This is an optimization exercise on Yosys and OpenROAD, whose aim is small area and a short achievable clock period, not a production implementation. At most, simulation tests tie the RTL to the original design; equivalence was not proved. No driver is modelled on the clock port, so clock power and skew are understated where the tree is cut down; a real chip needs a root buffer or a tree. No activity file was given, so power comes from the tool's default toggle rates.

job 101:
==> flow/design.v <==
`default_nettype none
package coreSvcPkg;
	typedef struct packed {
		logic [3-1:0] size;
		logic [8-1:0]  tag;
		logic [64-1:0] data;
	} returnBeat_t;
	typedef struct packed {
		logic req;
		logic ena;
		logic ack;
	} intCtrl_t;
	typedef struct packed {
		logic empty;
		logic bkpt;
	} coreState_t;
endpackage
`default_nettype wire
`timescale 1ns/1ps
`default_nettype none
module returnFifo #(
	parameter int depth = 16
) (
	input  logic                    EXTCLK,
	input  logic                    rstN,
	input  logic                    wr,
	input  coreSvcPkg::returnBeat_t wrBeat,
	input  logic                    rdNow,
	input  logic                    rdNext,
	output logic [depth-1:0]        rdSel,
	output logic [depth*(3+8+64)-1:0] memFlat,
	output logic                    notEmpty,
	output logic                    notEmptyNext,
	output logic                    full,
	output logic                    fullOut
);
	localparam int beatW = 3 + 8 + 64;
	logic [beatW-1:0] mem [0:depth-1];
	logic [depth-1:0] wrPtr;
	logic [depth-1:0] rdPtr;
	logic [depth-1:0] wrPtrNext;
	logic [depth-1:0] rdPtrNext;
	logic             fifteen;
	logic             two;
	logic             oneLeft;
	logic             oneLeftNext;
	logic             fullNext;
	logic             doWr;
	assign doWr = wr & ~full;
	always_comb
	begin
		if (fullNext)
			wrPtrNext = '0;
		else if (full)
			wrPtrNext = rdPtr;
		else if (doWr)
			wrPtrNext = {wrPtr[depth-2:0], wrPtr[depth-1]};
		else
			wrPtrNext = wrPtr;
	end
	assign rdPtrNext = rdNow ? {rdPtr[depth-2:0], rdPtr[depth-1]} : rdPtr;
	assign fifteen = |({wrPtr[depth-2:0], wrPtr[depth-1]} & rdPtr);
	assign two = |({rdPtr[depth-3:0], rdPtr[depth-1:depth-2]} & wrPtr);
	assign notEmptyNext = doWr | (notEmpty & ~(rdNow & oneLeft));
	assign fullNext = (full & ~rdNow) | (doWr & ~rdNow & fifteen);
	always_comb
	begin
		case ({doWr, rdNow})
			2'b10: oneLeftNext = ~notEmpty;
			2'b01: oneLeftNext = two;
			default: oneLeftNext = oneLeft;
		endcase
	end
	genvar i;
	generate
		for (i = 0; i < depth; i++) begin : g_ent
			assign memFlat[i*beatW +: beatW] = mem[i];
			always_ff @(posedge EXTCLK)
			begin
				if (wrPtr[i])
					mem[i] <= wrBeat;
			end
		end
	endgenerate
	always_ff @(posedge EXTCLK or negedge rstN)
	begin
		if (!rstN)
		begin
			wrPtr <= depth'(1);
			rdPtr <= depth'(1);
			notEmpty <= 1'b0;
			full <= 1'b0;
			oneLeft <= 1'b0;
			fullOut <= 1'b0;
			rdSel <= '0;
		end
		else
		begin
			wrPtr <= wrPtrNext;
			rdPtr <= rdPtrNext;
			notEmpty <= notEmptyNext;
			full <= fullNext;
			oneLeft <= oneLeftNext;
			fullOut <= (fullOut & ~rdNow) | (doWr & ~rdNow & fifteen);
			rdSel <= rdPtrNext & {depth{rdNext}};
		end
	end
endmodule
`default_nettype wire
`timescale 1ns/1ps
`default_nettype none
module returnArbiter #(
	parameter int depth = 16
) (
	input  logic                    EXTCLK,
	input  logic                    rstN,
	input  logic                    netWr,
	input  coreSvcPkg::returnBeat_t netWrBeat,
	output logic                    netFull,
	input  logic                    streamNotEmpty,
	input  logic                    streamNotEmptyNext,
	input  logic [depth-1:0]        streamSel,
	input  logic [depth*(3+8+64)-1:0] streamMem,
	output logic                    streamRd,
	output logic                    streamRdNext,
	input  logic                    localDrdy,
	input  coreSvcPkg::returnBeat_t localBeat,
	output logic                    localRd,
	output logic                    coreDrdy,
	output coreSvcPkg::returnBeat_t coreBeat
);
	localparam int beatW = 3 + 8 + 64;
	logic             netSel;
	logic             localBusy;
	logic             localSel;
	logic [beatW-1:0] netHead;
	logic [beatW-1:0] nextBeat;
	assign netFull = 1'b0;
	always_ff @(posedge EXTCLK or negedge rstN)
	begin
		if (!rstN)
		begin
			netSel <= 1'b0;
			streamRd <= 1'b0;
			localBusy <= 1'b0;
		end
		else
		begin
			netSel <= netWr;
			streamRd <= streamRdNext;
			localBusy <= netWr | streamNotEmptyNext;
		end
	end
	always_ff @(posedge EXTCLK)
		netHead <= netWrBeat;
	assign streamRdNext = ~netWr & streamNotEmptyNext;
	assign localRd = ~localBusy & localDrdy;
	assign localSel = ~netSel & ~streamNotEmpty;
	logic [beatW-1:0] pairBeat [0:depth/2-1];
	logic [depth/2-1:0] pairSel;
	always_comb
	begin
		nextBeat = ({beatW{netSel}} & netHead) | ({beatW{localSel}} & localBeat);
		for (int i = 0; i < depth/2; i++)
		begin
			pairSel[i] = streamSel[2*i] | streamSel[2*i+1];
			pairBeat[i] = streamSel[2*i+1] ? streamMem[(2*i+1)*beatW +: beatW] : streamMem[(2*i)*beatW +: beatW];
			nextBeat = nextBeat | ({beatW{pairSel[i]}} & pairBeat[i]);
		end
	end
	always_ff @(posedge EXTCLK or negedge rstN)
	begin
		if (!rstN)
			coreDrdy <= 1'b0;
		else
			coreDrdy <= netSel | streamNotEmpty | localDrdy;
	end
	always_ff @(posedge EXTCLK)
		coreBeat <= nextBeat;
endmodule
`default_nettype wire
`timescale 1ns/1ps
`default_nettype none
module tickGen #(
	parameter int scale = 20
) (
	input  logic EXTCLK,
	input  logic rstN,
	output logic tickPulse
);
	localparam int cntW = $clog2(scale);
	logic [cntW-1:0] cnt;
	logic            lastCycle;
	assign lastCycle = (cnt == cntW'(scale - 1));
	always_ff @(posedge EXTCLK or negedge rstN)
	begin
		if (!rstN)
		begin
			cnt <= '0;
			tickPulse <= 1'b0;
		end
		else
		begin
			cnt <= lastCycle ? '0 : cnt + 1'b1;
			tickPulse <= lastCycle;
		end
	end
endmodule
`default_nettype wire
`timescale 1ns/1ps
`default_nettype none
module intSequencer (
	input  logic                   EXTCLK,
	input  logic                   rstN,
	input  coreSvcPkg::intCtrl_t   intCtrl,
	input  coreSvcPkg::coreState_t coreState,
	output logic                   coreStop,
	output logic                   msgIntReq
);
	logic pendingReg;
	logic pendingOut;
	logic intPending;
	logic reqSent;
	logic fire;
	assign intPending = pendingReg & intCtrl.ena;
	assign coreStop = pendingOut & intCtrl.ena;
	assign fire = intPending & coreState.empty & ~coreState.bkpt & ~reqSent;
	always_ff @(posedge EXTCLK or negedge rstN)
	begin
		if (!rstN)
		begin
			pendingReg <= 1'b0;
			pendingOut <= 1'b0;
			reqSent <= 1'b0;
			msgIntReq <= 1'b0;
		end
		else
		begin
			pendingReg <= (intPending | intCtrl.req) & ~intCtrl.ack & intCtrl.ena;
			pendingOut <= (pendingOut & intCtrl.ena | intCtrl.req) & ~intCtrl.ack & intCtrl.ena;
			reqSent <= (reqSent | fire) & intPending;
			msgIntReq <= fire;
		end
	end
endmodule
`default_nettype wire
`timescale 1ns/1ps
`default_nettype none
module coreSvc (
	input  logic                    EXTCLK,
	input  logic                    rstN,
	input  logic                    streamWr,
	input  coreSvcPkg::returnBeat_t streamWrBeat,
	output logic                    streamFull,
	input  logic                    netWr,
	input  coreSvcPkg::returnBeat_t netWrBeat,
	output logic                    netFull,
	input  logic                    localDrdy,
	input  coreSvcPkg::returnBeat_t localBeat,
	output logic                    localRd,
	output logic                    coreDrdy,
	output coreSvcPkg::returnBeat_t coreBeat,
	output logic                    tickPulse,
	input  coreSvcPkg::intCtrl_t    intCtrl,
	input  coreSvcPkg::coreState_t  coreState,
	output logic                    coreStop,
	output logic                    msgIntReq
);
	localparam int depth = 16;
	localparam int beatW = 3 + 8 + 64;
	logic [depth-1:0]       streamSel;
	logic [depth*beatW-1:0] streamMem;
	logic                   streamNotEmpty;
	logic                   streamNotEmptyNext;
	logic                   streamRd;
	logic                   streamRdNext;
	returnFifo streamFifo (.EXTCLK(EXTCLK), .rstN(rstN), .wr(streamWr), .wrBeat(streamWrBeat),
		.rdNow(streamRd), .rdNext(streamRdNext), .rdSel(streamSel), .memFlat(streamMem),
		.notEmpty(streamNotEmpty), .notEmptyNext(streamNotEmptyNext), .full(), .fullOut(streamFull));
	returnArbiter arbiter (.EXTCLK(EXTCLK), .rstN(rstN),
		.netWr(netWr), .netWrBeat(netWrBeat), .netFull(netFull),
		.streamNotEmpty(streamNotEmpty), .streamNotEmptyNext(streamNotEmptyNext),
		.streamSel(streamSel), .streamMem(streamMem), .streamRd(streamRd),
		.streamRdNext(streamRdNext),
		.localDrdy(localDrdy), .localBeat(localBeat), .localRd(localRd),
		.coreDrdy(coreDrdy), .coreBeat(coreBeat));
	tickGen tick (.EXTCLK(EXTCLK), .rstN(rstN), .tickPulse(tickPulse));
	intSequencer intSeq (.EXTCLK(EXTCLK), .rstN(rstN), .intCtrl(intCtrl),
		.coreState(coreState), .coreStop(coreStop), .msgIntReq(msgIntReq));
endmodule
`default_nettype wire
clock: 4.0 ns
lec_check: 0
cap_margin: 20
core_margin: 2
core_utilization: 60
setup_slack_margin: 2.05
slew_margin: 20
standard.sh (not shown) runs the stock make flow with config.mk's settings and CLKGATE_MAP_FILE= SYNTH_SCRIPT=/design/flow/synth_recipe.tcl, a recipe that flattens the netlist after the stock synthesis.
==> flow/flow/run.sh <==
#!/bin/bash
# The standard layout (standard.sh, unchanged synthesis) with these changes:
#  - port buffers made from buf_2 instead of the resizer's default pick
#  - clock tree sinks clustered by 25 within 200 um, without dummy loads
#  - after CTS (post_cts.tcl): the clock root buffer is removed and the clock
#    port drives the mid-level clock buffers directly, merged to 4 of them,
#    so registers get the clock through two balanced buffer levels
cp standard.sh standard_sh.txt.log
export BUFFER_PORTS_ARGS="-buffer_cell sky130_fd_sc_hd__buf_2"
export CTS_ARGS="-sink_clustering_enable -repair_clock_nets -sink_clustering_size 25 -sink_clustering_max_diameter 200 -dont_use_dummy_load"
export POST_CTS_TCL="$(pwd)/flow/post_cts.tcl"
bash standard.sh > standard.log 2>&1
Other scripts of this flow, unchanged in this note and not shown: flow/flow/flatroot.tcl, flow/flow/post_cts.tcl
--- input diff job 101..job 102 ---
--- a/flow/design.v
+++ b/flow/design.v
@@ -26,7 +26,6 @@
 	input  logic                    wr,
 	input  coreSvcPkg::returnBeat_t wrBeat,
 	input  logic                    rdNow,
-	input  logic                    rdNext,
 	output logic [depth-1:0]        rdSel,
 	output logic [depth*(3+8+64)-1:0] memFlat,
 	output logic                    notEmpty,
@@ -71,6 +70,7 @@
 			default: oneLeftNext = oneLeft;
 		endcase
 	end
+	assign rdSel = rdPtr & {depth{rdNow}};
 	genvar i;
 	generate
 		for (i = 0; i < depth; i++) begin : g_ent
@@ -92,7 +92,6 @@
 			full <= 1'b0;
 			oneLeft <= 1'b0;
 			fullOut <= 1'b0;
-			rdSel <= '0;
 		end
 		else
 		begin
@@ -102,7 +101,6 @@
 			full <= fullNext;
 			oneLeft <= oneLeftNext;
 			fullOut <= (fullOut & ~rdNow) | (doWr & ~rdNow & fifteen);
-			rdSel <= rdPtrNext & {depth{rdNext}};
 		end
 	end
 endmodule
@@ -122,7 +120,6 @@
 	input  logic [depth-1:0]        streamSel,
 	input  logic [depth*(3+8+64)-1:0] streamMem,
 	output logic                    streamRd,
-	output logic                    streamRdNext,
 	input  logic                    localDrdy,
 	input  coreSvcPkg::returnBeat_t localBeat,
 	output logic                    localRd,
@@ -147,13 +144,12 @@
 		else
 		begin
 			netSel <= netWr;
-			streamRd <= streamRdNext;
+			streamRd <= ~netWr & streamNotEmptyNext;
 			localBusy <= netWr | streamNotEmptyNext;
 		end
 	end
 	always_ff @(posedge EXTCLK)
 		netHead <= netWrBeat;
-	assign streamRdNext = ~netWr & streamNotEmptyNext;
 	assign localRd = ~localBusy & localDrdy;
 	assign localSel = ~netSel & ~streamNotEmpty;
 	logic [beatW-1:0] pairBeat [0:depth/2-1];
@@ -273,15 +269,13 @@
 	logic                   streamNotEmpty;
 	logic                   streamNotEmptyNext;
 	logic                   streamRd;
-	logic                   streamRdNext;
 	returnFifo streamFifo (.EXTCLK(EXTCLK), .rstN(rstN), .wr(streamWr), .wrBeat(streamWrBeat),
-		.rdNow(streamRd), .rdNext(streamRdNext), .rdSel(streamSel), .memFlat(streamMem),
+		.rdNow(streamRd), .rdSel(streamSel), .memFlat(streamMem),
 		.notEmpty(streamNotEmpty), .notEmptyNext(streamNotEmptyNext), .full(), .fullOut(streamFull));
 	returnArbiter arbiter (.EXTCLK(EXTCLK), .rstN(rstN),
 		.netWr(netWr), .netWrBeat(netWrBeat), .netFull(netFull),
 		.streamNotEmpty(streamNotEmpty), .streamNotEmptyNext(streamNotEmptyNext),
 		.streamSel(streamSel), .streamMem(streamMem), .streamRd(streamRd),
-		.streamRdNext(streamRdNext),
 		.localDrdy(localDrdy), .localBeat(localBeat), .localRd(localRd),
 		.coreDrdy(coreDrdy), .coreBeat(coreBeat));
 	tickGen tick (.EXTCLK(EXTCLK), .rstN(rstN), .tickPulse(tickPulse));
--- outcome ---
Job 102 ended with every stage complete and zero timing, DRC or antenna violations. Job 101 completed every stage of the flow, and the final layout passed the timing, design-rule and antenna checks. Of job 101 and job 102, job 101 shows the higher power, with job 102 below it. Row area added between synthesis and finish: job 102 higher / job 101 lower. From job 101 to job 102 the numbers moved as follows: number of cells on the worst reg-to-reg path rose by 4, arrival time of data at the critical path endpoint climbed 270 ps, setup slack at placement now sits higher, wire length per cell lost about 6%, initial antenna violation count lost 6. Compared with job 101, the detailed router inserted fewer vias in job 102. The maximum vdd drop reported for job 102 is smaller than that of job 101 by 20%.
Only the layout flow was run in job 102; the RTL was not checked for function there.

-- what the ideal ports hide --
Ports are ideal in the flow. The routed layouts listed here were re-timed in OpenROAD. Step 1 sets driving cells, clkbuf_16 on the clock port and buf_2 on the other inputs (assumed; they add their load-dependent delay and slew). Step 2 moves the port delays by t, midway between the first and last clock arrival at a register: inputs arrive t later, outputs are due t later. That takes back most of the time a late clock gives input paths. Slacks: ideal / step 1 / step 2; pairs: ideal / step 1.
run | t, ns | setup WS [ns] | hold WS [ns] | slew at the worst register clock pin (ns)
job 101 | 0.617 | 2.037 / 1.948 / 1.623 | 0.294 / 0.191 / 0.456 | 0.10 / 0.10
job 102 | 0.607 | 2.021 / 1.947 / 1.782 | 0.404 / 0.290 / 0.478 | 0.11 / 0.11
After both steps setup and hold are still met in every run listed. For job 101, which loses most, drivers alone change the setup slack by -0.089 ns; drivers and shift together by -0.414 ns.
